From an optimization exercise on the open Yosys and OpenROAD flow, aimed at small area; shortcuts taken in it are not production practice. RTL that was checked went through simulation tests only; none was proved equivalent to the original. Function not checked in run 6: the RTL went through the layout flow alone. Power is estimated from default activity; no workload was simulated.

### flow/standard.sh
#!/bin/bash
# synth_recipe.tcl (not shown) runs the flow's synth.tcl, then flattens the netlist and writes it again
# the make line also repeats each setting of config.mk as NAME=value (left out here)
make -C /OpenROAD-flow-scripts/flow DESIGN_CONFIG=/design/flow/config.mk WORK_HOME=/design/flow/orfs CLKGATE_MAP_FILE= SYNTH_SCRIPT=/design/flow/synth_recipe.tcl "${@:-finish}"
### flow/design.v
`timescale 1ns/1ps
package udp_app_pkg;
    typedef logic [7:0]  byte_t;      
    typedef logic [15:0] pkt_len_t;   
    typedef logic [31:0] pixel_t;     
    typedef logic [15:0] seq_t;       
    typedef struct packed {
        byte_t    data;
        logic     last;   
        pkt_len_t len;    
    } app_beat_t;
    typedef enum logic {IDLE, SEND} tx_state_t;
    typedef enum logic [1:0] {FREE, LOCK_MODE, LOCK_IMG, LOCK_LED} arb_state_t;
    localparam int       DEBOUNCE_CYCLES   = 16;   
    localparam int       DEBOUNCE_CNT_W    = $clog2(DEBOUNCE_CYCLES + 2);
    localparam byte_t    LED_CMD_TAG       = 8'hA5;
    localparam pkt_len_t LED_CMD_LEN       = 16'd4;
    localparam int       LED_PATTERNS      = 4;
    localparam int       LED_IDX_W         = $clog2(LED_PATTERNS);
    localparam pkt_len_t MODE_CMD_LEN      = 16'd2;
    localparam logic [15:0] MODE_CMD_A     = 16'h0001;
    localparam logic [15:0] MODE_CMD_B     = 16'h0003;
    localparam int       IMG_WORDS_PER_PKT = 4;
    localparam pkt_len_t IMG_PKT_LEN       = 16'd18;   
    localparam int       IMG_FIFO_DEPTH    = 16;
    localparam int       IMG_PTR_W         = $clog2(IMG_FIFO_DEPTH);
    localparam int       IMG_CNT_W         = IMG_PTR_W + 1;
endpackage
`timescale 1ns/1ps
module key_debounce (
    input  logic clk_25_out,
    input  logic key1,
    input  logic key,     
    output logic press    
);
    logic       key_meta;
    logic       key_sync;
    logic [4:0] cnt;
    logic       nxt;
    always_ff @(posedge clk_25_out or negedge key1)
    begin
        if (!key1)
        begin
            key_meta <= 1'b1;
            key_sync <= 1'b1;
        end
        else
        begin
            key_meta <= key;
            key_sync <= key_meta;
        end
    end
    always_comb
    begin
        case (cnt)
            5'b00000:  nxt = 1'b1;
            5'b00001:  nxt = 1'b1;
            5'b00011:  nxt = 1'b0;
            5'b00110:  nxt = 1'b0;
            5'b01100:  nxt = 1'b1;
            5'b11001:  nxt = 1'b0;
            5'b10010:  nxt = 1'b0;
            5'b00100:  nxt = 1'b1;
            5'b01001:  nxt = 1'b1;
            5'b10011:  nxt = 1'b1;
            5'b00111:  nxt = 1'b0;
            5'b01110:  nxt = 1'b1;
            5'b11101:  nxt = 1'b0;
            5'b11010:  nxt = 1'b1;
            5'b10101:  nxt = 1'b1;
            5'b01011:  nxt = 1'b1;
            5'b10111:  nxt = 1'b1;
            5'b01111:  nxt = 1'b1;
            5'b11111:  nxt = 1'b1;
            default: nxt = 1'bx;
        endcase
    end
    always_ff @(posedge clk_25_out or negedge key1)
    begin
        if (!key1)
            cnt <= '0;
        else if (key_sync)
            cnt <= '0;
        else
            cnt <= {cnt[3:0], nxt};
    end
    assign press = (cnt == 5'b01111);
endmodule
`timescale 1ns/1ps
`timescale 1ns/1ps
`timescale 1ns/1ps
`timescale 1ns/1ps
`timescale 1ns/1ps
module udp_app_top (
    input  logic                   clk_25_out,
    input  logic                   key1,             
    input  logic                   key2,             
    input  logic                   key3,             
    input  logic                   key4,             
    input  udp_app_pkg::pixel_t    img_word,
    input  logic                   img_word_valid,
    output logic                   img_word_ready,
    output udp_app_pkg::app_beat_t udp_tx,
    output logic                   udp_tx_valid,
    input  logic                   udp_tx_ready,
    output logic                   img_mode
);
    logic key2_press;
    logic key3_press;
    logic key4_press;
    key_debounce u_key2_db (.clk_25_out(clk_25_out), .key1(key1), .key(key2), .press(key2_press));
    key_debounce u_key3_db (.clk_25_out(clk_25_out), .key1(key1), .key(key3), .press(key3_press));
    key_debounce u_key4_db (.clk_25_out(clk_25_out), .key1(key1), .key(key4), .press(key4_press));
    logic [31:0] fifo_mem [16];
    logic [4:0]  wr_ptr;       
    logic [4:0]  rd_ptr;       
    logic        mode_pend;    
    logic        led_pend;
    logic        img_pend;
    logic        use_b;
    logic [1:0]  led_idx;
    logic [15:0] seq;
    logic [1:0]  lock;         
    logic [1:0]  cnt;          
    logic        dph;          
    logic free, g_mode, g_img, g_led, acc, last, toggle, push, pop, start, img_end, mode_end, led_end;
    assign free   = (lock == 2'd0);
    assign g_mode = (lock == 2'd1) || (free && mode_pend);
    assign g_img  = (lock == 2'd2) || (free && !mode_pend && img_mode && img_pend);
    assign g_led  = (lock == 2'd3) || (free && !mode_pend && !img_mode && led_pend);
    assign udp_tx_valid = g_mode || g_img || g_led;
    assign acc    = udp_tx_valid && udp_tx_ready;
    always_comb
    begin
        if (g_img)
            last = dph && (cnt == 2'd1) && (rd_ptr[1:0] == 2'd3);
        else if (g_led)
            last = (cnt == 2'd3);
        else
            last = cnt[0];
    end
    assign toggle = key3_press && !img_pend;
    assign img_word_ready = !((wr_ptr[3:0] == rd_ptr[3:0]) && (wr_ptr[4] != rd_ptr[4]));
    assign push   = img_word_valid && img_word_ready && img_mode;
    assign pop    = acc && g_img && dph && (cnt == 2'd1);
    assign img_end  = acc && g_img && last;
    assign mode_end = acc && g_mode && last;
    assign led_end  = acc && g_led && last;
    assign start  = (wr_ptr[4:2] != rd_ptr[4:2]);    
    logic [15:0]  wsel;
    logic [511:0] mem_flat;
    logic [31:0]  head;
    logic [7:0]   img_byte;
    always_comb
    begin
        for (int i = 0; i < 16; i++)
        begin
            wsel[i] = (rd_ptr[3:0] == 4'(i));
            mem_flat[32 * i +: 32] = fifo_mem[i];
        end
    end
    word_mux u_word_mux (.words(mem_flat), .sel(wsel), .word(head));
    always_comb
    begin
        case ({~cnt[1], cnt[0]})
            2'd0:    img_byte = head[31:24];
            2'd1:    img_byte = head[23:16];
            2'd2:    img_byte = head[15:8];
            default: img_byte = head[7:0];
        endcase
    end
    always_comb
    begin
        udp_tx.last = last;
        udp_tx.len  = {11'd0, g_img, 1'b0, g_led && !g_img, !g_led || g_img, 1'b0};
        if (g_img)
            udp_tx.data = dph ? img_byte : (cnt[0] ? seq[7:0] : seq[15:8]);
        else if (g_led)
            case (cnt)
                2'd0:    udp_tx.data = 8'hA5;
                2'd1:    udp_tx.data = 8'h01;
                2'd2:    udp_tx.data = {6'd0, led_idx};
                default: udp_tx.data = {6'h3f, ~led_idx};
            endcase
        else
            udp_tx.data = cnt[0] ? {6'd0, use_b, 1'b1} : 8'h00;
    end
    always_ff @(posedge clk_25_out)
    begin
        if (push)
            fifo_mem[wr_ptr[3:0]] <= img_word;
    end
    always_ff @(posedge clk_25_out or negedge key1)
    begin
        if (!key1)
        begin
            wr_ptr    <= '0;
            rd_ptr    <= '0;
            mode_pend <= 1'b0;
            led_pend  <= 1'b0;
            img_pend  <= 1'b0;
            use_b     <= 1'b0;
            led_idx   <= '0;
            seq       <= '0;
            img_mode  <= 1'b0;
            lock      <= '0;
            cnt       <= '0;
            dph       <= 1'b0;
        end
        else
        begin
            wr_ptr <= toggle ? 5'd0 : wr_ptr + {4'd0, push};
            rd_ptr <= toggle ? 5'd0 : rd_ptr + {4'd0, pop};
            if (acc && last)
                lock <= 2'd0;
            else if (udp_tx_valid)
                lock <= g_mode ? 2'd1 : g_img ? 2'd2 : 2'd3;
            if (acc)
            begin
                cnt <= last ? 2'd0 : cnt + 1'b1;
                dph <= !last && (dph || cnt[0]);
            end
            if (!mode_pend)
                mode_pend <= key4_press;
            else if (acc && g_mode && last)
            begin
                mode_pend <= 1'b0;
                use_b     <= !use_b;
            end
            if (!led_pend)
            begin
                if (key2_press)
                begin
                    led_pend <= 1'b1;
                    led_idx  <= led_idx + 1'b1;
                end
            end
            else if (acc && g_led && last)
                led_pend <= 1'b0;
            seq <= (toggle && !img_mode) ? 16'd0 : seq + {15'd0, img_end};
            if (!img_pend)
            begin
                if (toggle)
                    img_mode <= !img_mode;
                else if (img_mode && start)
                    img_pend <= 1'b1;
            end
            else if (img_end)
                img_pend <= 1'b0;
        end
    end
endmodule
module word_mux (
    input  logic [511:0] words,
    input  logic [15:0]  sel,
    output logic [31:0]  word
);
    logic [5:0] grp_n [32];
    for (genvar b = 0; b < 32; b++)
    begin : g_bit
        for (genvar g = 0; g < 5; g++)
        begin : g_grp
            aoi222 u_aoi (
                .a0(sel[3 * g]),     .b0(words[32 * (3 * g) + b]),
                .a1(sel[3 * g + 1]), .b1(words[32 * (3 * g + 1) + b]),
                .a2(sel[3 * g + 2]), .b2(words[32 * (3 * g + 2) + b]),
                .y(grp_n[b][g])
            );
        end
        assign grp_n[b][5] = !(sel[15] && words[32 * 15 + b]);
        assign word[b] = !(&grp_n[b]);
    end
endmodule
module aoi222 (
    input  logic a0, b0, a1, b1, a2, b2,
    output logic y
);
    assign y = !((a0 && b0) || (a1 && b1) || (a2 && b2));
endmodule
### flow/config.mk
export PLATFORM = sky130hd
export DESIGN_NAME = udp_app_top
export DESIGN_NICKNAME = udp_app_top
export VERILOG_FILES = /design/flow/design.v
export SDC_FILE = /design/flow/constraint.sdc
export NUM_CORES = 4
export LEC_CHECK = 0
export CAP_MARGIN = 10
export CORE_MARGIN = 2
export CORE_UTILIZATION = 75
export PLACE_DENSITY = 0.82
export SETUP_SLACK_MARGIN = 0.1
export SLEW_MARGIN = 10
export SYNTH_HIERARCHICAL = 1
### flow/flow/run.sh
#!/bin/bash
# The standard layout (the standard.sh, standard synthesis included) with
# two changes: every port is buffered by a plain buf_1 instead of the
# delay-cell buffer buffer_ports picks by default, and clock tree synthesis
# adds no dummy load cells.
set -euo pipefail
export BUFFER_PORTS_ARGS="-buffer_cell sky130_fd_sc_hd__buf_1"
export CTS_ARGS="-sink_clustering_enable -repair_clock_nets -sink_clustering_size 16 -sink_clustering_max_diameter 100 -buf_list sky130_fd_sc_hd__clkbuf_8 -dont_use_dummy_load"
bash standard.sh > layout.log 2>&1
### flow/constraint.sdc
create_clock -name core_clock -period 5.0 [get_ports {clk_25_out}]
set_input_delay 1.0000 -clock core_clock [delete_from_list [all_inputs] [get_ports {clk_25_out}]]
set_output_delay 1.0000 -clock core_clock [all_outputs]
set_load 0.01 [all_outputs]
==> results of run 1 <==
## Yosys cell counts (11+ instances only)
library cell | instances | area, um^2
dfrtp_1 | 53 | 1326
a21oi_1 | 20 | 100.1
edfxtp_1 | 512 | 15370
a222oi_1 | 168 | 1682
inv_1 | 11 | 41.29
xor2_1 | 17 | 148.9
nor2b_1 | 16 | 100.1
nor3_1 | 16 | 80.08
and3_1 | 38 | 237.7
ha_1 | 12 | 150.1
nand2_1 | 53 | 198.9
clkbuf_1 | 12 | 45.04
nand4_1 | 39 | 244.0
nor2_1 | 56 | 210.2
buf_4 | 15 | 112.6
## per-stage QoR
step                setup WS (ps)  total power (W)
finish                      111.1         0.009126
global placement            704.8         0.006976
floorplan                  -63.76         0.006356
global route                68.07         0.009385
detailed placement          545.3         0.007031
CTS                         98.16         0.008990
## final cells by class
| type | count | share of cell area |
|---|---|---|
| Clock buffer | 41 | 0.02490 |
| Inverter | 11 | 0.001822 |
| Multi-Input combinational cell | 539 | 0.1811 |
| Tap cell | 378 | 0.02087 |
| Sequential cell | 571 | 0.7441 |
| Timing Repair Buffer | 101 | 0.02716 |
## power by group through the flow
| stage | clock network, W | logic [W] | registers, W |
|---|---|---|---|
| floorplan | 0 | 0.000970 | 0.00539 |
| global placement | 0 | 0.00152 | 0.00545 |
| detailed placement | 0 | 0.00157 | 0.00546 |
| CTS | 0.00205 | 0.00159 | 0.00535 |
| global route | 0.00222 | 0.00182 | 0.00535 |
| finish | 0.00204 | 0.00175 | 0.00534 |
## per-module statistics from Yosys, one instance, submodules excluded
| module | area [um^2] | flops+latches |
|---|---|---|
| udp_app_top | 18080 | 550 |
| word_mux | 554.3 | 0 |
| key_debounce | 235.2 | 7 |
| aoi222 | 10.01 | 0 |
## routing by layer
layer  global-route usage  up-vias
li1                     -     5092
met1               0.4623     6151
met2               0.5550      987
met3              0.06824      152
met4               0.1466        2
met5                    0        -
## state kept, by name, summed over array words and instances (netlist names), 2 cells and up
name / count
u_key4_db.cnt: 5
u_key2_db.cnt: 5
cnt: 2
rd_ptr: 5
u_key3_db.cnt: 5
seq: 16
wr_ptr: 5
lock: 2
fifo_mem: 512
led_idx: 2
## worst max-delay path by stage
stage	endpoint	slack (ps)
4_1_cts	udp_tx[24]	100
3_5_place_dp	udp_tx[17]	550
6_report	udp_tx[20]	110
5_1_grt	udp_tx[20]	70
3_3_place_gp	udp_tx[19]	700
2_1_floorplan	fifo_mem[10][0]$_DFFE_PP_	-60
## what timing repair did
action / CTS / global route
endpoints found under the setup margin: 8 / 8
setup buffers: 0 / 12
pin swaps: 1 / 4
gates cloned: 1 / 0
resized for setup: 5 / 9
## logic make-up (layout without fill, tap and decap cells)
kind of cell	count (synthesis)	in the layout	share of synthesized area
compound gates	217	217	0.09465
xor+xnor	27	27	0.01129
fa+ha+maj	12	12	0.007170
buf+inv	47	153	0.01249
flops	571	571	0.8051
mux	9	9	0.004303
other cells	1	13	0.0001791
simple gates	260	261	0.06477
==> summary.txt, run 1 <==
* Post-synth EDFFs at slightly above 500
* Worst EP required at roughly 4000 ps
* Via/cell ratio at 7.547
* Die width at around 170 um
* Clock latency (worst-skew pair) at roughly 590 ps
* DRT met1 WL at 16890 um
* Hold Path Cell Cnt at 0
* Crit Path Max Fanout at 32
* HP Class: flop to flop
* First-pass GRT wire length at a little over 70000 um
* Top Layer Used: met5
* Min Tclk post-route at 4889 ps
* Gr usage total at 0.3419
* CP Capture Type: output port
* R2r startpoint: wr_ptr[2]$_DFF_PN0_
* DR WL met3 at 6485 um
* Area delta synth->final at 8.234%
* Synth Instances at ~1.1k
* Non-Filler Instances at 1641
* RePlAce Congestion at ~0.84
* Synthesized area at between 20000 and 25000 um^2
* Register area share after synthesis at 0.8051
* Initial antenna violation count at 1
* Peak supply drop at approximately 280 uV
* Via Count at between 10k and 15k
* Internal power at between 0.006 and 0.007 W
* Total core area at around 28000 um^2
* Syn_area_per_cell at around 18 um^2
* Tightest hold margin at 363.9 ps
* Most common cell after layout, fill and taps aside: edfxtp_1
* Run status: complete, no violations
* Reg2reg setup slack at approximately 1600 ps
* Hold Crit Start: u_key4_db.key_meta$_DFF_PN1_
* Synthesized flop and latch total at approximately 570
* CP startpoint: rd_ptr[0]$_DFF_PN0_
* CTS root buffer: clkbuf_8
* Placed insts at 1586
* Reg power frac at 0.585
* Ant diodes at 0
* Worst Setup Start Kind: flop
* Comb power frac at 0.191
* Leakage power at between 7 and 8 nW
* Slew HR at 0.2134
* Final Util at 0.8203
* Worst setup path class: flop to output port
* Initial DRC Count at 2392
* Critical Path Slowest Stage Cell: a222oi_1
* Layout Skew at 41.43 ps
* Starting Density at 0.7579
* Cell depth of the worst setup path at 12
* FF-to-FF path depth at 6
* Top_reg_cell synth: edfxtp_1
* Clock sinks at approximately 570
* Final nets at about 1.3k
* Hold endpoint: u_key4_db.key_sync$_DFF_PN1_
* Post-route DRC at 0
* Die area at 29270 um^2
* Fillers at around 1.4k
* CTS Buf Count at a little over 40
* Worst slew pin tran at 1177 ps
* Switch Pwr at ~0.0025 W
* Max Freq at 204.5 MHz
* Routed length on met2 at roughly 24000 um
* Clk slew on worst S/H paths at approximately 100 ps
* H-tree depth at 2
* Post-DP HPWL at 27340 um
* Max_cap viols at 0
* Fin. max-slew vios at 0
* CTS Hold Bufs at 0
* Crit share post-route at 0.9778
* TritonRoute pass-1 iters at 10
* Crit path DAT at roughly 3900 ps
* CP peak stage delay at between 500 and 600 ps
* Vias in the first global route at roughly 12k
* Share of power burned in the clock network at 0.223
* Total wire length at 49070 um
* IO Count at 67
* Setup repair after global routing missed its margin: false
* Antenna viol nets, final at 0
* Wire length per cell at 29.90 um
* Share of layout cells above drive strength 1 at 0.1132
* Area of the multi-input gates at 4105 um^2
* Design Area, Final at roughly 23000 um^2
* TritonCTS clock tree: done
* Most frequent cells in the layout: edfxtp_1, a222oi_1, nand2_1, buf_1, dfrtp_1
* CP top delay family: compound AO/OA/AOI/OAI gates
* Sequential cell area at roughly 17000 um^2
* R2r endpoint: fifo_mem[12][8]$_DFFE_PP_
* Sw Share at 0.2760
* Final hold vios at 0
* Asr flop ratio synth at 0.1033
* Bufs and invs on worst path at 3
* FP Rows at 61
* Dpl cell area at roughly 22000 um^2
* Setup tns final at 0 ps
* Port bufs at 53
* Largest net degree at the start of global routing at 60
* Distinct cells, synth at 45
* Synth warn at 11
* Clk buf depth at 3
* Crit path cell chain: buf_4 -> nand2b_2 -> nor3_2 -> buf_4 -> a222oi_1 -> and3_1 -> nand4_1 -> a222oi_1 -> nor2_1 -> a21oi_1 -> o221ai_1 -> buf_1
* Die Ht at approximately 170 um
* GRT Residual Overflow at 0
* Power Dens Cells at between 400 and 500 nW/um^2
* Final setup fails at 0
==> inputs of run 2 (changes only) <==
--- a/flow/config.mk
+++ b/flow/config.mk
@@ -7,8 +7,8 @@
 export LEC_CHECK = 0
-export CAP_MARGIN = 10
+export CAP_MARGIN = 0
 export CORE_MARGIN = 2
-export CORE_UTILIZATION = 75
-export PLACE_DENSITY = 0.82
+export CORE_UTILIZATION = 80
+export PLACE_DENSITY = 0.86
 export SETUP_SLACK_MARGIN = 0.1
-export SLEW_MARGIN = 10
+export SLEW_MARGIN = 0
 export SYNTH_HIERARCHICAL = 1
==> summary.txt, run 2 <==
* Run status: complete, no violations
* Clk slew on worst S/H paths at 100 ps (about the same)
* Asr flop ratio synth at 0.1033 (unchanged)
* Top-count cell post-synth: edfxtp_1
* Total core area at 25910 um^2 (-6.2%)
* Fillers at 1036 (-24%)
* Initial antenna violation count at 2 (+1)
* Crit share post-route at 0.9714 (-0.006352)
* Starting Density at 0.8081 (+0.05025)
* Die Ht at 165.8 um (-3.1%)
* Worst Setup Start Kind: flop
* Most frequent cells in the layout: edfxtp_1, a222oi_1, buf_1, nand2_1, dfrtp_1
* Layout Skew at 28.39 ps (-13.04 ps)
* Wire length per cell at 32.38 um (+8.3%)
* Post-synth EDFFs at 512 (unchanged)
* H-tree depth at 2 (unchanged)
* CP peak stage delay at 1000 ps (+490 ps)
* CP Capture Type: output port
* Peak supply drop at 371.2 uV (+35%)
* Fin. max-slew vios at 0 (unchanged)
* Max Freq at 205.9 MHz (+0.65%)
* Switch Pwr at 0.002484 W (-1.4%)
* Min Tclk post-route at 4857 ps (-31.76 ps)
* Sw Share at 0.2750 (-0.0009994)
* Die width at 165.8 um (-3.1%)
* Die area at 27480 um^2 (-6.1%)
* Final setup fails at 0 (unchanged)
* Clock sinks at 571 (unchanged)
* Cell taking the most area after synthesis: edfxtp_1
* Share of power burned in the clock network at 0.226 (+0.003)
* Power Dens Cells at 400.2 nW/um^2 (-0.62%)
* TritonCTS clock tree: done
* Top post-synthesis cells by area: edfxtp_1, a222oi_1, dfrtp_1, nand4_1, and3_1
* Max_cap viols at 0 (unchanged)
* Area delta synth->final at 7.810%
* Non-Filler Instances at 1593 (-2.9%)
* Register area share after synthesis at 0.8051 (unchanged)
* HP Class: flop to flop
* Largest net degree at the start of global routing at 60 (unchanged)
* IO Count at 67 (unchanged)
* Clk buf depth at 3 (unchanged)
* Dpl cell area at 21920 um^2 (-0.15%)
* Tightest hold margin at 364.0 ps (+0.07200 ps)
* Final hold vios at 0 (unchanged)
* Vias in the first global route at 12.51k (+3.5%)
* Top_reg_cell synth: edfxtp_1
* Synth top area share at 0.7343 (unchanged)
* Power, Total at 0.009034 W (-1.0%)
* Crit path cell chain: nand2b_4 -> nor2_2 -> a222oi_1 -> and3_1 -> nand4_1 -> a222oi_1 -> nor2_1 -> a21oi_1 -> o221ai_1 -> buf_1
* Final nets at 1309 (-0.53%)
* Crit path DAT at 3860 ps (-30 ps)
* Antenna viol nets, final at 0 (unchanged)
* Area of the multi-input gates at 4096 um^2 (-0.21%)
* Worst slew pin tran at 1259 ps (+81.96 ps)
* Distinct cells, synth at 45 (unchanged)
* Design Area, Final at 22570 um^2 (-0.39%)
* FP Rows at 59 (-3.3%)
* Leakage power at 7.175 nW (-0.44%)
* Total wire length at 51580 um (+5.1%)
* Top cells by count, synth: edfxtp_1, a222oi_1, nor2_1, dfrtp_1, nand2_1
* GRT Residual Overflow at 0 (unchanged)
* Via/cell ratio at 7.864 (+4.2%)
* Internal power at 0.006549 W (-0.87%)
* Worst EP required at 4000 ps (about the same)
* Reg power frac at 0.590 (+0.005)
* Gr usage total at 0.3715 (+0.02957)
* Synth warn at 11 (unchanged)
* CTS Buf Count at 41 (unchanged)
* Critical Path Slowest Stage Cell: nor2_2
* Post-DP HPWL at 27120 um (-0.79%)
* Post-route DRC at 0 (unchanged)
* CP top delay family: simple AND/OR/NAND/NOR gates
* Via Count at 12.53k (+1.2%)
* Worst setup path class: flop to output port
* Synthesized flop and latch total at 571 (unchanged)
* Most common cell after layout, fill and taps aside: edfxtp_1
* Bufs and invs on worst path at 1 (-2)
* Port bufs at 53 (unchanged)
* Clock latency (worst-skew pair) at 580 ps (about the same)
* Final Util at 0.8712 (+0.05095)
* Initial DRC Count at 2944 (+23%)
* Worst path most repeated cell: a222oi_1
* RePlAce Congestion at 0.8898 (+5.8%)
* Placed insts at 1545 (-2.6%)
* TritonRoute pass-1 iters at 8 (-2)
* Crit Path Max Fanout at 16 (-50%)
* Slew HR at 0.1598 (-0.05368)
* Synth Instances at 1144 (unchanged)
* Comb power frac at 0.184 (-0.007)
* Syn_area_per_cell at 18.30 um^2 (unchanged)
* Sequential cell area at 16860 um^2 (about the same)
* CTS Hold Bufs at 0 (unchanged)
* Max reg flops at 512 (unchanged)
* Setup repair after global routing missed its margin: true
* CTS root buffer: clkbuf_8
* Share of layout cells above drive strength 1 at 0.1075 (-0.005738)
* Synthesized area at 20940 um^2 (unchanged)
* First-pass GRT wire length at 75490 um (+4.7%)
## run 2: changes by cell type in the layout (fill, tap and decap cells not counted), sizes merged
cell,change
buf,-7
diode,+2
## run 2: cell families (layout without fill, tap and decap cells)
| logic type | Yosys count | after routing | synth area share |
|---|---|---|---|
| flip-flops | 571 | 571 | 0.8051 |
| AND/OR/NAND/NOR | 260 | 261 | 0.06477 |
| AO/OA/AOI/OAI | 217 | 217 | 0.09465 |
| buffers and inverters | 47 | 146 | 0.01249 |
| XOR/XNOR | 27 | 27 | 0.01129 |
| adder cells (fa/ha/maj) | 12 | 12 | 0.007170 |
| multiplexers | 9 | 9 | 0.004303 |
| other | 1 | 15 | 0.0001791 |
## run 2: worst paths after layout
| kind | start | endpoint | slack, ps | cells after the start |
|---|---|---|---|---|
| worst max-delay path | rd_ptr[1]$_DFF_PN0_ | udp_tx[21] | 140 | 10 |
| worst min-delay path | u_key4_db.key_meta$_DFF_PN1_ | u_key4_db.key_sync$_DFF_PN1_ | 360 | 0 |
| worst max register to register | lock[0]$_DFFE_PN0P_ | seq[15]$_DFF_PN0_ | 1990 | 10 |
| worst min register to register | u_key4_db.key_meta$_DFF_PN1_ | u_key4_db.key_sync$_DFF_PN1_ | 360 | 0 |
| max in group asynchronous | key1 | rd_ptr[1]$_DFF_PN0_ | 3880 | 2 |
| min in group asynchronous | key1 | use_b$_DFFE_PN0P_ | 570 | 2 |
## run 2: power by group through the flow
| stage | clock network, W | registers, W | logic (W) |
|---|---|---|---|
| 5_1_grt | 0.00219 | 0.00534 | 0.00173 |
| 3_3_place_gp | 0 | 0.00543 | 0.00149 |
| 3_5_place_dp | 0 | 0.00543 | 0.00155 |
| 6_report | 0.00204 | 0.00533 | 0.00166 |
| 2_1_floorplan | 0 | 0.00539 | 0.000970 |
| 4_1_cts | 0.00204 | 0.00533 | 0.00156 |
## run 2: final cells by class
| type | instances | area share |
|---|---|---|
| clock buffers | 41 | 0.02500 |
| well taps | 335 | 0.01857 |
| inverters | 11 | 0.001829 |
| flip-flops and latches | 571 | 0.7469 |
| multi-input cells | 539 | 0.1815 |
| diodes | 2 | 0.0002217 |
| repair buffers | 94 | 0.02599 |
## run 2: stage by stage
stage	TNS [ps]	worst slack, ps
2_1_floorplan	-8162	-63.76
3_3_place_gp	0	691.3
3_5_place_dp	0	563.7
4_1_cts	0	114.7
5_1_grt	0	94.48
6_report	0	142.9
## run 2: per-module statistics from Yosys (local to each module, per instance)
module	cell area [um^2]	cells	flops+latches	times used
word_mux	554.3	99	0	1
aoi222	10.01	1	0	160
udp_app_top	18080	831	550	1
key_debounce	235.2	18	7	3
## run 2: repair_timing
action | in CTS | in global routing
setup endpoints to repair | 6 | 8
setup buffers | 0 | 4
gates resized for setup | 4 | 8
endpoints found under the hold margin | 0 | 0
pin swaps | 2 | 7
gates cloned | 0 | 1
## run 2: layer usage
layer  track usage  vias up  wire length (um)
met5             0        -                 0
met4        0.1837        0              2405
met3       0.09914      211              8648
li1              -     5075                 -
met1        0.5133     5923             16350
met2        0.5663     1318             24180
==> inputs of run 3 (changes only) <==
--- a/flow/config.mk
+++ b/flow/config.mk
@@ -10,2 +10,4 @@
 export CORE_UTILIZATION = 80
+export GPL_ROUTABILITY_DRIVEN = 0
+export GPL_TIMING_DRIVEN = 0
 export PLACE_DENSITY = 0.86
==> summary.txt, run 3 <==
* Run status: finished with violations
* Layout violations: setup timing
* Fin. max-slew vios at 0 (unchanged)
* Top_reg_cell synth: edfxtp_1
* Largest net degree at the start of global routing at 41 (-32%)
* TritonCTS clock tree: done
* Area delta synth->final at 12.55%
* Share of layout cells above drive strength 1 at 0.1617 (+0.05426)
* Clock latency (worst-skew pair) at 580 ps (about the same)
* Worst path most repeated cell: a222oi_1
* Top-count cell post-synth: edfxtp_1
* Syn_area_per_cell at 18.30 um^2 (unchanged)
* Port bufs at 53 (unchanged)
* Synthesized flop and latch total at 571 (unchanged)
* Starting Density at 0.8081 (unchanged)
* H-tree depth at 2 (unchanged)
* Max Freq at 199.4 MHz (-3.1%)
* IO Count at 67 (unchanged)
* Worst slew pin tran at 1189 ps (-70.02 ps)
* Post-route DRC at 0 (unchanged)
* Peak supply drop at 339.6 uV (-8.5%)
* Asr flop ratio synth at 0.1033 (unchanged)
* Wire length per cell at 35.87 um (+11%)
* Crit path DAT at 4020 ps (+160 ps)
* Die Ht at 165.8 um (unchanged)
* Post-DP HPWL at 36170 um (+33%)
* Fillers at 819 (-21%)
* Final WS setup at -15.00 ps (-157.9 ps)
* First-pass GRT wire length at 87250 um (+16%)
* Clk slew on worst S/H paths at 110 ps (about the same)
* Synth top area share at 0.7343 (unchanged)
* FP Rows at 59 (unchanged)
* Final setup fails at 1 (+1)
* Design Area, Final at 23570 um^2 (+4.4%)
* Worst Setup Start Kind: flop
* CTS root buffer: clkbuf_8
* GRT Residual Overflow at 0 (unchanged)
* Internal power at 0.006664 W (+1.8%)
* R2r startpoint: wr_ptr[3]$_DFF_PN0_
* Initial antenna violation count at 1 (-1)
* Slew HR at 0.2053 (+0.04551)
* Total core area at 25910 um^2 (unchanged)
* HP Class: input pin to async pin
* Cell depth of the worst setup path at 12 (+2)
* Reg power frac at 0.564 (-0.026)
* Via/cell ratio at 8.318 (+5.8%)
* CTS Buf Count at 41 (unchanged)
* Max_cap viols at 0 (unchanged)
* Reg2reg setup slack at 1590 ps (-400 ps)
* Post-synth EDFFs at 512 (unchanged)
* CP Capture Type: output port
* Non-Filler Instances at 1692 (+6.2%)
* Top post-synthesis cells by area: edfxtp_1, a222oi_1, dfrtp_1, nand4_1, and3_1
* Top cells by count, synth: edfxtp_1, a222oi_1, nor2_1, dfrtp_1, nand2_1
* Max reg flops at 512 (unchanged)
* Crit share post-route at 1.003 (+0.03157)
* FF-to-FF path depth at 10 (unchanged)
* Register area share after synthesis at 0.8051 (unchanged)
* Power Dens Cells at 398.9 nW/um^2 (-0.32%)
* Die width at 165.8 um (unchanged)
* Switch Pwr at 0.002737 W (+10%)
* Placed insts at 1639 (+6.1%)
* Crit path cell chain: buf_6 -> nand2b_4 -> nor2_4 -> buf_12 -> a222oi_1 -> and3_1 -> nand4_1 -> a222oi_1 -> nor2_1 -> a21oi_1 -> o221ai_1 -> buf_1
* Crit Path Max Fanout at 21 (+5)
* Most common cell after layout, fill and taps aside: edfxtp_1
* Via Count at 14.07k (+12%)
* Critical Path Slowest Stage Cell: a222oi_1
* R2r endpoint: fifo_mem[8][20]$_DFFE_PP_
* Power, Total at 0.009401 W (+4.1%)
* CP peak stage delay at 530 ps (-470 ps)
* Bufs and invs on worst path at 3 (+2)
* Final Util at 0.9096 (+0.03834)
* Cell taking the most area after synthesis: edfxtp_1
* TritonRoute pass-1 iters at 14 (+6)
* Min Tclk post-route at 5015 ps (+157.9 ps)
* Layout Skew at 28.79 ps (+0.4040 ps)
* Dpl cell area at 22850 um^2 (+4.2%)
* Worst setup path end: udp_tx[24]
* Final nets at 1407 (+7.5%)
* Synth warn at 11 (unchanged)
* CP top delay family: compound AO/OA/AOI/OAI gates
* Share of power burned in the clock network at 0.225 (about the same)
* Distinct cells, synth at 45 (unchanged)
* Comb power frac at 0.211 (+0.027)
* Worst setup path class: flop to output port
* Synth Instances at 1144 (unchanged)
* Total wire length at 60700 um (+18%)
* Most frequent cells in the layout: edfxtp_1, a222oi_1, buf_4, buf_1, dfrtp_1
* Synthesized area at 20940 um^2 (unchanged)
* Antenna viol nets, final at 0 (unchanged)
* Initial DRC Count at 3577 (+22%)
* Worst EP required at 4000 ps (about the same)
* Die area at 27480 um^2 (unchanged)
* Gr usage total at 0.4340 (+0.06248)
* Clock sinks at 571 (unchanged)
* Vias in the first global route at 13.80k (+10%)
* CP startpoint: rd_ptr[1]$_DFF_PN0_
* Leakage power at 7.719 nW (+7.6%)
* Final hold vios at 0 (unchanged)
* Sw Share at 0.2912 (+0.01614)
* Setup repair after global routing missed its margin: false
* Clk buf depth at 3 (unchanged)
* CTS Hold Bufs at 0 (unchanged)
-- run 3: cell counts after synthesis --
No cell type changed its count.
-- run 3: worst min path at each step --
stage,slack [ps],end,depth (start not counted)
floorplan,350,u_key2_db.key_sync$_DFF_PN1_,0
global placement,350,u_key3_db.key_sync$_DFF_PN1_,0
detailed placement,350,u_key2_db.key_sync$_DFF_PN1_,0
CTS,360,led_idx[0]$_DFFE_PN0P_,1
global route,370,u_key3_db.key_sync$_DFF_PN1_,0
finish,340,led_idx[0]$_DFFE_PN0P_,1
-- run 3: layer usage --
| layer | up-vias | part of all wire | GRT usage |
|---|---|---|---|
| met4 | 0 | 0.068 | 0.2166 |
| met2 | 1773 | 0.46 | 0.6848 |
| met5 | - | 0 | 0 |
| met3 | 401 | 0.17 | 0.1261 |
| li1 | 5283 | - | - |
| met1 | 6617 | 0.30 | 0.5674 |
-- run 3: worst reg2reg max path, cell delays in order, from the launching register on --
cell and delay [ps]:
dfrtp_1 350, clkbuf_2 240, xor2_1 240, nor4_1 90, nand2_1 110, nand3_2 260
buf_2 340, nor4_2 720, buf_4 330, buf_4 210, buf_4 210
-- run 3: Yosys stat by module (local to each module, per instance) --
module / flip-flops and latches / cells / times used
udp_app_top: 550 / 831 / 1
aoi222: 0 / 1 / 160
word_mux: 0 / 99 / 1
key_debounce: 7 / 18 / 3
-- run 3: kinds of logic (layout without fill, tap and decap cells) --
| logic type | Yosys count | count (layout) | share of synthesized area |
|---|---|---|---|
| adders and majority gates | 12 | 12 | 0.007170 |
| other | 1 | 16 | 0.0001791 |
| buffers and inverters | 47 | 245 | 0.01249 |
| AOI/OAI and AO/OA | 217 | 217 | 0.09465 |
| muxes | 9 | 9 | 0.004303 |
| and+or+nand+nor | 260 | 260 | 0.06477 |
| xor gates and xnor gates | 27 | 27 | 0.01129 |
| DFF | 571 | 571 | 0.8051 |
-- run 3: power by group through the flow --
stage | clock, W | combinational, W | sequential [W]
3_3_place_gp | 0 | 0.00153 | 0.00540
6_report | 0.00212 | 0.00198 | 0.00530
5_1_grt | 0.00223 | 0.00202 | 0.00531
2_1_floorplan | 0 | 0.000970 | 0.00539
4_1_cts | 0.00206 | 0.00180 | 0.00529
3_5_place_dp | 0 | 0.00173 | 0.00540
-- run 3: stage by stage --
step / setup TNS (ps) / setup WS (ps) / hold WS [ps]
finish: -15.00 / -15.00 / 337.0
global route: 0 / 7.102 / 365.3
CTS: 0 / 100.5 / 357.4
detailed placement: 0 / 106.8 / 349.9
global placement: -1182980 / -3820 / 345.4
floorplan: -8162 / -63.76 / 345.2
-- run 3: final cells by class --
cell class,instances,area (um^2),share of cell area
multi-input cells,538,4115,0.1746
well taps,335,419.2,0.01779
diodes,3,7.507,0.0003185
repair buffers,157,1315,0.05580
inverters,11,41.29,0.001752
plain buffers,36,246.5,0.01046
clock buffers,41,564.3,0.02394
flip-flops and latches,571,16860,0.7153
-- run 3: repair_timing --
action | CTS | global route
pin swaps | 3 | 9
setup endpoints to repair | 8 | 8
buffers inserted | 0 | 9
resized for setup | 12 | 15
cloned | 0 | 0
==> inputs of run 4 (changes only) <==
--- a/flow/flow/run.sh
+++ b/flow/flow/run.sh
@@ -7,3 +7,3 @@
 export BUFFER_PORTS_ARGS="-buffer_cell sky130_fd_sc_hd__buf_1"
-export CTS_ARGS="-sink_clustering_enable -repair_clock_nets -sink_clustering_size 16 -sink_clustering_max_diameter 100 -buf_list sky130_fd_sc_hd__clkbuf_8 -dont_use_dummy_load"
+export CTS_ARGS="-sink_clustering_enable -repair_clock_nets -sink_clustering_size 10 -sink_clustering_max_diameter 100 -buf_list sky130_fd_sc_hd__clkbuf_4 -dont_use_dummy_load"
 bash standard.sh > layout.log 2>&1
--- a/flow/config.mk
+++ b/flow/config.mk
@@ -10,6 +10,4 @@
 export CORE_UTILIZATION = 80
-export GPL_ROUTABILITY_DRIVEN = 0
-export GPL_TIMING_DRIVEN = 0
 export PLACE_DENSITY = 0.86
-export SETUP_SLACK_MARGIN = 0.1
+export SETUP_SLACK_MARGIN = 0.05
 export SLEW_MARGIN = 0
==> summary.txt, run 4 <==
* Initial DRC Count at 2807 (-22%)
* Synth Instances at 1144 (unchanged)
* Initial antenna violation count at 2 (+1)
* Post-route DRC at 0 (unchanged)
* TritonCTS clock tree: done
* Port bufs at 53 (unchanged)
* Hold Path Cell Cnt at 0
* CP Capture Type: output port
* Via/cell ratio at 7.910 (-4.9%)
* CP top delay family: simple AND/OR/NAND/NOR gates
* Worst path most repeated cell: a222oi_1
* Wire length per cell at 32.50 um (-9.4%)
* Crit share post-route at 0.9898 (-0.01320)
* Worst slew pin tran at 1183 ps (-5.909 ps)
* Crit path cell chain: nand2b_2 -> nor2_4 -> a222oi_1 -> and3_1 -> nand4_1 -> a222oi_1 -> o21ai_0 -> a21oi_1 -> a31oi_1 -> buf_1
* Die Ht at 165.8 um (unchanged)
* Bufs and invs on worst path at 1 (-2)
* Distinct cells, synth at 45 (unchanged)
* Post-DP HPWL at 27120 um (-25%)
* Largest net degree at the start of global routing at 60 (+46%)
* Cell taking the most area after synthesis: edfxtp_1
* Clk slew on worst S/H paths at 110 ps (about the same)
* Synth top area share at 0.7343 (unchanged)
* Final nets at 1341 (-4.7%)
* Placed insts at 1545 (-5.7%)
* Die width at 165.8 um (unchanged)
* Worst EP required at 4000 ps (about the same)
* Synth warn at 11 (unchanged)
* Setup tns final at 0 ps (+15.00 ps)
* Crit Path Max Fanout at 27 (+29%)
* Fillers at 1050 (+28%)
* Compound-cell area share of the yosys netlist at 0.09465 (unchanged)
* Final hold vios at 0 (unchanged)
* Asr flop ratio synth at 0.1033 (unchanged)
* Fin. max-slew vios at 0 (unchanged)
* Dpl cell area at 21920 um^2 (-4.0%)
* CTS root buffer: clkbuf_4
* Crit path DAT at 3950 ps (-70 ps)
* Post-synth EDFFs at 512 (unchanged)
* Non-Filler Instances at 1626 (-3.9%)
* Post-synthesis xor/xnor area fraction at 0.01129 (unchanged)
* Final setup fails at 0 (-1)
* Area delta synth->final at 7.774%
* Die area at 27480 um^2 (unchanged)
* Final Util at 0.8709 (-0.03863)
* Top cells by count, synth: edfxtp_1, a222oi_1, nor2_1, dfrtp_1, nand2_1
* Combinational family with the most area after synthesis: compound AO/OA/AOI/OAI gates
* CP peak stage delay at 860 ps (+330 ps)
* Slew HR at 0.2094 (+0.004141)
* Top post-synthesis cells by area: edfxtp_1, a222oi_1, dfrtp_1, nand4_1, and3_1
* Run status: complete, no violations
* Gr usage total at 0.3815 (-0.05243)
* GRT Residual Overflow at 0 (unchanged)
* Power Dens Cells at 399.0 nW/um^2 (about the same)
* Peak supply drop at 372.2 uV (+9.6%)
* First-pass GRT wire length at 77160 um (-12%)
* Worst setup path class: flop to output port
* Max_cap viols at 0 (unchanged)
* Critical Path Slowest Stage Cell: nor2_4
* RePlAce Congestion at between 0.8 and 0.9
* CTS Buf Count at 67 (+63%)
* Max Freq at 202.1 MHz (+1.3%)
* Clock sinks at 571 (unchanged)
* H-tree depth at 3 (+1)
* Vias in the first global route at 12.85k (-6.9%)
* Via Count at 12.86k (-8.6%)
* Layout Skew at 80.63 ps (+51.84 ps)
* TritonRoute pass-1 iters at 10 (-4)
* Total wire length at 52850 um (-13%)
* Total core area at 25910 um^2 (unchanged)
* Top-count cell post-synth: edfxtp_1
* Leakage power at 7.214 nW (-6.5%)
* Post-synthesis mux area share at 0.004302 (unchanged)
* Synthesized flop and latch total at 571 (unchanged)
* FP Rows at 59 (unchanged)
* Min Tclk post-route at 4949 ps (-66.02 ps)
* Register area share after synthesis at 0.8051 (unchanged)
* Most frequent cells in the layout: edfxtp_1, a222oi_1, clkbuf_4, buf_1, nand2_1
* Cell depth of the worst setup path at 10 (-2)
* Setup repair after global routing missed its margin: false
* Share of layout cells above drive strength 1 at 0.1320 (-0.02976)
* HP Class: flop to flop
* Antenna viol nets, final at 0 (unchanged)
* Top_reg_cell synth: edfxtp_1
* IO Count at 67 (unchanged)
* FF-to-FF path depth at 10 (unchanged)
* Design Area, Final at 22570 um^2 (-4.2%)
* Simple-gate area share of the yosys netlist at 0.06477 (unchanged)
* Worst Setup Start Kind: flop
* Clock latency (worst-skew pair) at 740 ps (+160 ps)
* Most common cell after layout, fill and taps aside: edfxtp_1
* Clk buf depth at 3 (unchanged)
* Starting Density at 0.8081 (unchanged)
* Max reg flops at 512 (unchanged)
* Syn_area_per_cell at 18.30 um^2 (unchanged)
* Synthesized area at 20940 um^2 (unchanged)
* Post-synthesis adder-cell area fraction at 0.007171 (unchanged)
[run 4: cell counts after synthesis]
No cell type changed its count.
[run 4: cells by family (layout without fill, tap and decap cells)]
logic type / count (synthesis) / count (layout)
flops: 571 / 571
buf+inv: 47 / 178
mux: 9 / 9
other cells: 1 / 16
xor+xnor: 27 / 27
simple gates: 260 / 261
compound gates: 217 / 217
fa+ha+maj: 12 / 12
[run 4: final timing paths]
kind	start	end	slack, ps
max reg2reg	lock[0]$_DFFE_PN0P_	seq[15]$_DFF_PN0_	1980
min in group asynchronous	key1	u_key4_db.cnt[3]$_DFF_PN0_	450
max in group asynchronous	key1	rd_ptr[3]$_DFF_PN0_	3990
max	rd_ptr[0]$_DFF_PN0_	udp_tx[17]	50
min	u_key4_db.key_meta$_DFF_PN1_	u_key4_db.key_sync$_DFF_PN1_	370
min reg2reg	u_key4_db.key_meta$_DFF_PN1_	u_key4_db.key_sync$_DFF_PN1_	370
[run 4: final cells by class]
class                      count  area (um^2)  share of cell area
multi-input combinational    539         4105              0.1819
antenna                        3        7.507           0.0003327
tap                          335        419.2             0.01857
clock buffer                  67        503.0             0.02229
timing repair buffer         100        626.9             0.02778
sequential                   571        16860              0.7473
inverter                      11        41.29            0.001830
[run 4: routing by layer]
| layer | global-route usage | vias to the layer above | wire, um |
|---|---|---|---|
| li1 | - | 5169 | - |
| met2 | 0.5822 | 1338 | 24490 |
| met5 | 0 | - | 0 |
| met3 | 0.1034 | 235 | 8845 |
| met4 | 0.1974 | 0 | 2706 |
| met1 | 0.5213 | 6119 | 16810 |
[run 4: report_power, final]
group / leakage (nW) / total, W / internal, W / switching, W
registers: 5.37 / 0.00532 / 0.00524 / 0.0000764
clock network: 0.308 / 0.00197 / 0.000620 / 0.00135
logic: 1.54 / 0.00171 / 0.000588 / 0.00112
[run 4: metrics by stage]
stage	hold WS, ps	setup WS, ps	power [W]
floorplan	345.2	-63.76	0.006356
global placement	345.7	691.3	0.006917
detailed placement	349.7	563.7	0.006978
CTS	358.5	70.01	0.008864
global route	356.7	6.015	0.009253
finish	366.5	51.02	0.009004
[run 4: timing repair]
item / in CTS / in global routing
gates cloned: 1 / 0
hold buffers: 0 / 0
pin swaps: 3 / 7
gates resized for setup: 8 / 10
buffers inserted: 0 / 10
endpoints found under the setup margin: 8 / 7
[run 4: modules after synthesis, one instance, submodules excluded]
module,cells,flops+latches
word_mux,99,0
udp_app_top,831,550
key_debounce,18,7
aoi222,1,0
==> inputs of run 5 (changes only) <==
==> flow/flow/run.sh (replaced) <==
#!/bin/bash
# The standard layout (the standard.sh) with three changes:
#  - synthesis maps the logic with an area-oriented ABC script (two rounds of
#    choice computation and area mapping) instead of ORFS's delay-oriented one;
#    everything else in synthesis, registers included, is the standard one.
#  - every port is buffered by a plain buf_1 instead of the delay-cell buffer
#    buffer_ports picks by default.
#  - clock tree synthesis uses clkbuf_8 leaves on clusters of 16 sinks and adds
#    no dummy load cells.
# Each tool's output goes to layout.log (and ORFS's own logs under orfs/logs).
set -euo pipefail
rm -rf scripts_local
cp -r "$FLOW_HOME/scripts" scripts_local
printf 'strash\ndch -f\namap\nstrash\ndch -f\namap\ntopo\nstime -c\nbuffer -c\nupsize -c\ndnsize -c\n' > scripts_local/abc_speed.script
export SCRIPTS_DIR="$PWD/scripts_local"
export BUFFER_PORTS_ARGS="-buffer_cell sky130_fd_sc_hd__buf_1"
export CTS_ARGS="-sink_clustering_enable -repair_clock_nets -sink_clustering_size 16 -sink_clustering_max_diameter 100 -buf_list sky130_fd_sc_hd__clkbuf_8 -dont_use_dummy_load"
bash standard.sh > layout.log 2>&1
--- a/flow/config.mk
+++ b/flow/config.mk
@@ -11,3 +11,3 @@
 export PLACE_DENSITY = 0.86
-export SETUP_SLACK_MARGIN = 0.05
+export SETUP_SLACK_MARGIN = 0.1
 export SLEW_MARGIN = 0
==> summary.txt, run 5 <==
* CTS Hold Bufs at 0 (unchanged)
* Crit path cell chain: buf_4 -> nand2_8 -> nor2_2 -> buf_4 -> a222oi_1 -> nand4_1 -> a222oi_1 -> nor2_1 -> a21oi_2 -> o22ai_1 -> a222oi_1 -> inv_1 -> clkbuf_2
* Die width at 165.2 um (-0.34%)
* TritonRoute pass-1 iters at 10 (unchanged)
* Worst path most repeated cell: a222oi_1
* Placed insts at 1561 (+1.0%)
* FF-to-FF path depth at 17 (+7)
* Synth top area share at 0.7394 (+0.005170)
* Post-route DRC at 0 (unchanged)
* Synthesized area at 20790 um^2 (-0.70%)
* Worst slew pin tran at 1256 ps (+72.57 ps)
* Top_reg_cell synth: edfxtp_1
* Crit Path Max Fanout at 14 (-48%)
* Most common cell after layout, fill and taps aside: edfxtp_1
* Non-Filler Instances at 1635 (+0.55%)
* Post-DP HPWL at 30660 um (+13%)
* Total core area at 25760 um^2 (-0.57%)
* Worst Setup Start Kind: flop
* Cell taking the most area after synthesis: edfxtp_1
* Synth warn at 11 (unchanged)
* Post-synth EDFFs at 512 (unchanged)
* Final WS setup at -105.7 ps (-156.7 ps)
* H-tree depth at 2 (-1)
* Total wire length at 56380 um (+6.7%)
* Min Tclk post-route at 5106 ps (+156.7 ps)
* Bufs and invs on worst path at 4 (+3)
* Run status: finished with violations
* CP peak stage delay at 480 ps (-380 ps)
* Leakage power at 7.326 nW (+1.6%)
* Synthesized flop and latch total at 571 (unchanged)
* Hold Crit Start: u_key3_db.key_meta$_DFF_PN1_
* Crit path DAT at 4110 ps (+160 ps)
* Worst setup path class: flop to output port
* Fin. max-slew vios at 0 (unchanged)
* Final Util at 0.8837 (+0.01276)
* Hold Path Cell Cnt at 0 (unchanged)
* TritonCTS clock tree: done
* Layout violations: setup timing
* Layout Skew at 51.54 ps (-29.10 ps)
* Worst EP required at 4000 ps (about the same)
* Initial antenna violation count at 2 (unchanged)
* Largest net degree at the start of global routing at 60 (unchanged)
* First-pass GRT wire length at 75220 um (-2.5%)
* CTS Buf Count at 41 (-39%)
* HP Class: flop to flop
* Cell depth of the worst setup path at 13 (+3)
* Vias in the first global route at 12.47k (-2.9%)
* Max Freq at 195.9 MHz (-3.1%)
* FP Rows at 59 (unchanged)
* Register area share after synthesis at 0.8108 (+0.005669)
* Clk slew on worst S/H paths at 120 ps (about the same)
* Final setup fails at 2 (+2)
* Gr usage total at 0.3901 (+0.008545)
* Syn_area_per_cell at 17.89 um^2 (-2.2%)
* CP top delay family: compound AO/OA/AOI/OAI gates
* Via/cell ratio at 8.149 (+3.0%)
* Share of layout cells above drive strength 1 at 0.1410 (+0.008999)
* Final nets at 1351 (+0.75%)
* Power, Total at 0.01011 W (+12%)
* Final hold vios at 0 (unchanged)
* Starting Density at 0.8071 (-0.001051)
* Max_cap viols at 0 (unchanged)
* Clock sinks at 571 (unchanged)
* Area delta synth->final at 9.496%
* GRT Residual Overflow at 0 (unchanged)
* Most frequent cells in the layout: edfxtp_1, a222oi_1, nand2_1, a21oi_1
* Port bufs at 53 (unchanged)
* Die area at 27300 um^2 (-0.68%)
* Distinct cells, synth at 43 (-4.4%)
* Antenna viol nets, final at 0 (unchanged)
* Top post-synthesis cells by area: edfxtp_1, a222oi_1, dfrtp_1, nor2_1, a21oi_1
* Top cells by count, synth: edfxtp_1, a222oi_1, nor2_1, nand2_1, a21oi_1
* Wire length per cell at 34.48 um (+6.1%)
* Top-count cell post-synth: edfxtp_1
* Power Dens Cells at 444.0 nW/um^2 (+11%)
* Crit share post-route at 1.021 (+0.03134)
* RePlAce Congestion at 0.8919 (+0.24%)
* Via Count at 13.32k (+3.6%)
* Max reg flops at 512 (unchanged)
* Initial DRC Count at 3545 (+26%)
* Post-Place Worst Slack at 325.3 ps (-238.4 ps)
* CP startpoint: rd_ptr[2]$_DFF_PN0_
* Slew HR at 0.1629 (-0.04651)
* Asr flop ratio synth at 0.1033 (unchanged)
* Die Ht at 165.2 um (-0.34%)
* CTS root buffer: clkbuf_8
* Critical Path Slowest Stage Cell: a222oi_1
* Synth Instances at 1162 (+1.6%)
* CP Capture Type: output port
* IO Count at 67 (unchanged)
* Peak supply drop at 387.0 uV (+4.0%)
* R2r startpoint: cnt[0]$_DFFE_PN0P_
* Clock latency (worst-skew pair) at 610 ps (-130 ps)
* Clk buf depth at 3 (unchanged)
[run 5: changes by cell type after synthesis, sizes merged, moves of 9 or more]
cell / delta
nand2b: -10
xnor2: -10
o21ai: +10
mux2i: -9
a21oi: +39
o22ai: +11
inv: +33
xor2: -17
nor2: +30
and3: -34
[run 5: Yosys stat by module, one instance, submodules excluded]
module | cell area (um^2) | flops+latches
udp_app_top | 17960 | 550
word_mux | 514.2 | 0
key_debounce | 237.7 | 7
aoi222 | 10.01 | 0
[run 5: worst paths after layout]
| check | to | slack [ps] |
|---|---|---|
| max | udp_tx[18] | -110 |
| min | u_key3_db.key_sync$_DFF_PN1_ | 360 |
| max reg2reg | seq[14]$_DFF_PN0_ | 1030 |
| min reg2reg | u_key3_db.key_sync$_DFF_PN1_ | 360 |
| max in group asynchronous | rd_ptr[1]$_DFF_PN0_ | 3920 |
| min in group asynchronous | seq[11]$_DFF_PN0_ | 550 |
[run 5: power breakdown]
group	leakage [nW]	internal (W)	total [W]	switching, W
clock network	0.295	0.000740	0.00209	0.00135
registers	5.34	0.00527	0.00538	0.000108
logic	1.69	0.000903	0.00265	0.00174
[run 5: what timing repair did]
| action | CTS | global route |
|---|---|---|
| setup buffers | 1 | 25 |
| resized for setup | 10 | 40 |
| setup endpoints to repair | 5 | 8 |
| cloned | 1 | 4 |
| pin swaps | 5 | 35 |
[run 5: logic make-up (layout without fill, tap and decap cells)]
| logic type | count (synthesis) | after routing | synth area share |
|---|---|---|---|
| flops | 571 | 571 | 0.8108 |
| buf+inv | 73 | 193 | 0.01697 |
| other cells | 1 | 15 | 0.0001804 |
| simple gates | 217 | 221 | 0.04772 |
| fa+ha+maj | 12 | 12 | 0.007221 |
| compound gates | 288 | 288 | 0.1171 |
[run 5: layer usage]
metal	GRT usage	vias up	wire, um
li1	-	5164	-
met1	0.5191	6283	17210
met2	0.6193	1586	26640
met3	0.09715	290	9278
met4	0.1881	0	3255
met5	0	-	0
[run 5: metrics by stage]
stage / cell area, um^2 / hold WS, ps / setup TNS (ps)
final: 22770 / 355.1 / -143.9
after global routing: 22760 / 356.6 / -274.7
after CTS: 22360 / 361.2 / 0
after detailed placement: 21750 / 347.8 / 0
after global placement: 21750 / 346.6 / 0
after floorplan: 20840 / 345.2 / 0
[run 5: area by class of cell]
class                           instances  area, um^2
Multi-Input combinational cell        534        3986
Sequential cell                       571       16860
Antenna cell                            2       5.005
Timing Repair Buffer                  108       753.2
Fill cell                             937        2997
Tap cell                              335       419.2
Clock buffer                           41       564.3
Inverter                               44       175.2
==> inputs of run 6 (changes only) <==
--- a/flow/design.v
+++ b/flow/design.v
@@ -149,2 +149,4 @@
     assign start  = (wr_ptr[4:2] != rd_ptr[4:2]);    
+    logic [3:0]   rd_adv;
+    logic [1:0]   cnt_adv;
     logic [15:0]  wsel;
@@ -153,2 +155,5 @@
     logic [7:0]   img_byte;
+    logic [7:0]   img_byte_nx;
+    assign rd_adv  = rd_ptr[3:0] + {3'd0, dph && (cnt == 2'd1)};
+    assign cnt_adv = cnt + 1'b1;
     always_comb
@@ -157,3 +162,3 @@
         begin
-            wsel[i] = (rd_ptr[3:0] == 4'(i));
+            wsel[i] = (rd_adv == 4'(i));
             mem_flat[32 * i +: 32] = fifo_mem[i];
@@ -164,8 +169,13 @@
     begin
-        case ({~cnt[1], cnt[0]})
-            2'd0:    img_byte = head[31:24];
-            2'd1:    img_byte = head[23:16];
-            2'd2:    img_byte = head[15:8];
-            default: img_byte = head[7:0];
+        case ({~cnt_adv[1], cnt_adv[0]})
+            2'd0:    img_byte_nx = head[31:24];
+            2'd1:    img_byte_nx = head[23:16];
+            2'd2:    img_byte_nx = head[15:8];
+            default: img_byte_nx = head[7:0];
         endcase
+    end
+    always_ff @(posedge clk_25_out)
+    begin
+        if (acc)
+            img_byte <= img_byte_nx;
     end
@@ -192,2 +202,6 @@
     end
+    always_ff @(posedge clk_25_out)
+    begin
+        seq <= img_mode ? seq + {15'd0, img_end} : 16'd0;
+    end
     always_ff @(posedge clk_25_out or negedge key1)
@@ -203,3 +217,2 @@
             led_idx   <= '0;
-            seq       <= '0;
             img_mode  <= 1'b0;
@@ -239,3 +252,2 @@
                 led_pend <= 1'b0;
-            seq <= (toggle && !img_mode) ? 16'd0 : seq + {15'd0, img_end};
             if (!img_pend)
==> summary.txt, run 6 <==
* Run status: complete, no violations
* Top_reg_cell synth: edfxtp_1
* Min Tclk post-route at 4454 ps (-651.6 ps)
* Max Freq at 224.5 MHz (+15%)
* PostCTS Resize Cnt at 0 (-10)
* Most common cell after layout, fill and taps aside: edfxtp_1
* Synth warn at 11 (unchanged)
* Peak supply drop at 406.1 uV (+4.9%)
* Non-Filler Instances at 1637 (+0.12%)
* Fin. max-slew vios at 0 (unchanged)
* Post-synthesis adder-cell area fraction at 0.007707 (+0.0004863)
* CP peak stage delay at 640 ps (+160 ps)
* CP startpoint: cnt[0]$_DFFE_PN0P_
* CTS Hold Bufs at 0 (unchanged)
* Total core area at 25980 um^2 (+0.86%)
* Distinct cells, synth at 49 (+14%)
* GRT Residual Overflow at 0 (unchanged)
* Post-DP HPWL at 30060 um (-2.0%)
* Ant diodes at 0 (-2)
* R2r startpoint: cnt[0]$_DFFE_PN0P_
* Antenna viol nets, final at 0 (unchanged)
* Leakage power at 7.263 nW (-0.87%)
* Reg2reg setup slack at 550 ps (-480 ps)
* Simple-gate area share of the yosys netlist at 0.05348 (+0.005758)
* Final Util at 0.8708 (-0.01292)
* Combinational family with the most area after synthesis: compound AO/OA/AOI/OAI gates
* Post-synthesis xor/xnor area fraction at 0 (unchanged)
* Synth top area share at 0.7399 (about the same)
* Compound-cell area share of the yosys netlist at 0.1128 (-0.004278)
* Synthesized flop and latch total at 579 (+1.4%)
* Hold Path Cell Cnt at 0 (unchanged)
* CP top delay family: compound AO/OA/AOI/OAI gates
* Final nets at 1356 (+0.37%)
* Clk buf depth at 3 (unchanged)
* Die width at 166.4 um (+0.73%)
* HP Class: flop to flop
* Tightest hold margin at 348.6 ps (-6.420 ps)
* Synth Instances at 1192 (+2.6%)
* Bufs and invs on worst path at 2 (-2)
* Wire length per cell at 30.76 um (-11%)
* H-tree depth at 2 (unchanged)
* Initial antenna violation count at 0 (-2)
* Final hold vios at 0 (unchanged)
* Placed insts at 1595 (+2.2%)
* Power, Total at 0.01037 W (+2.6%)
* Post-synth EDFFs at 520 (+1.6%)
* Worst EP required at 5250 ps (+1250 ps)
* Synthesized area at 21100 um^2 (+1.5%)
* Final setup fails at 0 (-2)
* Area delta synth->final at 7.215%
* Post-route DRC at 0 (unchanged)
* Via Count at 12.67k (-4.9%)
* Top cells by count, synth: edfxtp_1, a222oi_1, nand2_1, nor2_1, a21oi_1
* Max reg flops at 512 (unchanged)
* Clk slew on worst S/H paths at 110 ps (about the same)
* Crit share post-route at 0.8908 (-0.1303)
* Port bufs at 53 (unchanged)
* TritonCTS clock tree: done
* Crit path DAT at 4710 ps (+600 ps)
* Via/cell ratio at 7.737 (-5.1%)
* FP Rows at 59 (unchanged)
* Postcts setup bufs at 0 (-1)
* Top-count cell post-synth: edfxtp_1
* Most frequent cells in the layout: edfxtp_1, a222oi_1, nand2_1, buf_1, a21oi_1
* Cell taking the most area after synthesis: edfxtp_1
* Top post-synthesis cells by area: edfxtp_1, a222oi_1, dfrtp_1, dfxtp_1, nand2_1
* Hold Crit Start: u_key4_db.key_meta$_DFF_PN1_
* Power Dens Cells at 458.3 nW/um^2 (+3.2%)
* Post-synthesis mux area share at 0 (unchanged)
* CTS Buf Count at 42 (+2.4%)
* Total wire length at 50350 um (-11%)
* Worst slew pin tran at 1151 ps (-105.1 ps)
* Setup repair after global routing missed its margin: false
* Cell depth of the worst setup path at 16 (+3)
* First-pass GRT wire length at 74540 um (-0.91%)
* IO Count at 67 (unchanged)
* Slew HR at 0.2312 (+0.06824)
* Crit Path Max Fanout at 32 (+18)
* Register area share after synthesis at 0.8064 (-0.004381)
* FF-to-FF path depth at 16 (-1)
* R2r endpoint: img_byte[3]$_DFFE_PP_
* Crit path cell chain: ha_1 -> nand2_1 -> inv_1 -> ha_1 -> ha_1 -> nor2_1 -> a21oi_1 -> inv_1 -> nand2_1 -> nor2_4 -> a222oi_1 -> nand2_1 -> a21oi_1 -> nand4_1 -> a222oi_1 -> o21ai_0
* Largest net degree at the start of global routing at 44 (-27%)
* Layout Skew at 64.31 ps (+12.78 ps)
* Clock sinks at 579 (+1.4%)
* RePlAce Congestion at 0.8394 (-5.9%)
* Die area at 27700 um^2 (+1.5%)
* Die Ht at 166.4 um (+0.73%)
* Critical Path Slowest Stage Cell: dfrtp_1
* Initial DRC Count at 2703 (-24%)
* Hold endpoint: u_key4_db.key_sync$_DFF_PN1_
* Share of layout cells above drive strength 1 at 0.1206 (-0.02040)
* Asr flop ratio synth at 0.07427 (-0.02906)
* Syn_area_per_cell at 17.70 um^2 (-1.1%)
* Worst Setup Start Kind: flop
* Starting Density at 0.8122 (+0.005111)
* CTS root buffer: clkbuf_8
* Gr usage total at 0.3662 (-0.02384)
* Max_cap viols at 0 (unchanged)
* Vias in the first global route at 12.58k (+0.85%)
* Clock latency (worst-skew pair) at 600 ps (about the same)
* Setup tns final at 0 ps (+143.9 ps)
* Worst setup path class: flop to flop
* CP Capture Type: flop
* TritonRoute pass-1 iters at 7 (-3)
[run 6: changes by cell type in the layout (fill, tap and decap cells not counted), moves of 7 or more]
| cell | previous run | this run |
|---|---|---|
| dfxtp_1 | 0 | 16 |
| edfxtp_1 | 512 | 520 |
| buf_4 | 43 | 31 |
| nor2_1 | 50 | 39 |
| inv_1 | 31 | 42 |
| dfrtp_1 | 49 | 37 |
| a21oi_1 | 51 | 43 |
| nand2_1 | 53 | 76 |
| a21oi_2 | 7 | 0 |
| buf_12 | 9 | 1 |
[run 6: metal layers]
| metal | GRT usage | vias to the layer above | share of wire | wire (um) |
|---|---|---|---|---|
| met2 | 0.5685 | 1217 | 0.47 | 23860 |
| met5 | 0 | - | 0 | 0 |
| met1 | 0.5042 | 6050 | 0.32 | 16200 |
| met4 | 0.1807 | 0 | 0.050 | 2536 |
| met3 | 0.08721 | 200 | 0.15 | 7756 |
| li1 | - | 5198 | - | - |
[run 6: per-stage QoR]
stage	area [um^2]	setup WS, ps
after floorplan	21150	1434
after global placement	22050	832.1
after detailed placement	22050	718.3
after CTS	22630	671.2
after global routing	22630	343.3
final	22630	545.9
[run 6: worst max-delay path by stage]
stage	endpoint
finish	img_byte[3]$_DFFE_PP_
global route	img_byte[6]$_DFFE_PP_
CTS	img_byte[3]$_DFFE_PP_
detailed placement	img_byte[3]$_DFFE_PP_
floorplan	img_byte[0]$_DFFE_PP_
global placement	img_byte[6]$_DFFE_PP_
[run 6: cell type report]
class / count / area (um^2)
clock buffer: 42 / 578.1
fill: 1085 / 3358
inverter: 57 / 216.5
multi-input combinational: 539 / 3941
sequential: 579 / 17020
tap: 335 / 419.2
timing repair buffer: 85 / 452.9
[run 6: Yosys stat by module, one instance, submodules excluded]
module        times used  flip-flops and latches
udp_app_top            1                     558
key_debounce           3                       7
word_mux               1                       0
aoi222               160                       0
[run 6: report_power, final]
group / switching (W) / internal, W / leakage (nW)
Sequential: 0.000107 / 0.00540 / 5.34
Clock: 0.00132 / 0.000755 / 0.302
Combinational: 0.00192 / 0.000871 / 1.62
[run 6: logic make-up (layout without fill, tap and decap cells)]
family / Yosys count / count (layout)
buf+inv: 86 / 184
other cells: 1 / 13
simple gates: 237 / 237
fa+ha+maj: 13 / 13
compound gates: 276 / 276
flops: 579 / 579

[afterwards: timing with drivers on the ports]
The flow's constraints put no driver on any port. The routed layouts listed below were extracted and timed again, unchanged, in two steps. Step 1 sets driving cells, clkbuf_16 on the clock port and buf_2 on the other inputs (assumed; they add their load-dependent delay and slew). Step 2 moves the port delays by t, midway between the first and last clock arrival at a register: inputs arrive t later, outputs are due t later. That takes back most of the time a late clock gives input paths. Three values: ideal, step 1, step 2; two values: the first two.
| run | t, ns | slack for setup (ns) | latest minus earliest clock arrival (ns) | worst slew at a driven data input, ns |
|---|---|---|---|---|
| run 1 | 0.614 | 0.111 / 0.064 / 0.678 | 0.045 / 0.046 | 0.08 |
| run 2 | 0.606 | 0.143 / 0.095 / 0.701 | 0.036 / 0.036 | 0.08 |
| run 3 | 0.621 | -0.015 / -0.064 / 0.557 | 0.039 / 0.038 | 0.10 |
| run 4 | 0.738 | 0.051 / 0.004 / 0.741 | 0.099 / 0.099 | 0.08 |
| run 5 | 0.619 | -0.106 / -0.152 / 0.467 | 0.072 / 0.072 | 0.09 |
| run 6 | 0.609 | 0.546 / 0.546 / 0.546 | 0.064 / 0.064 | 0.07 |
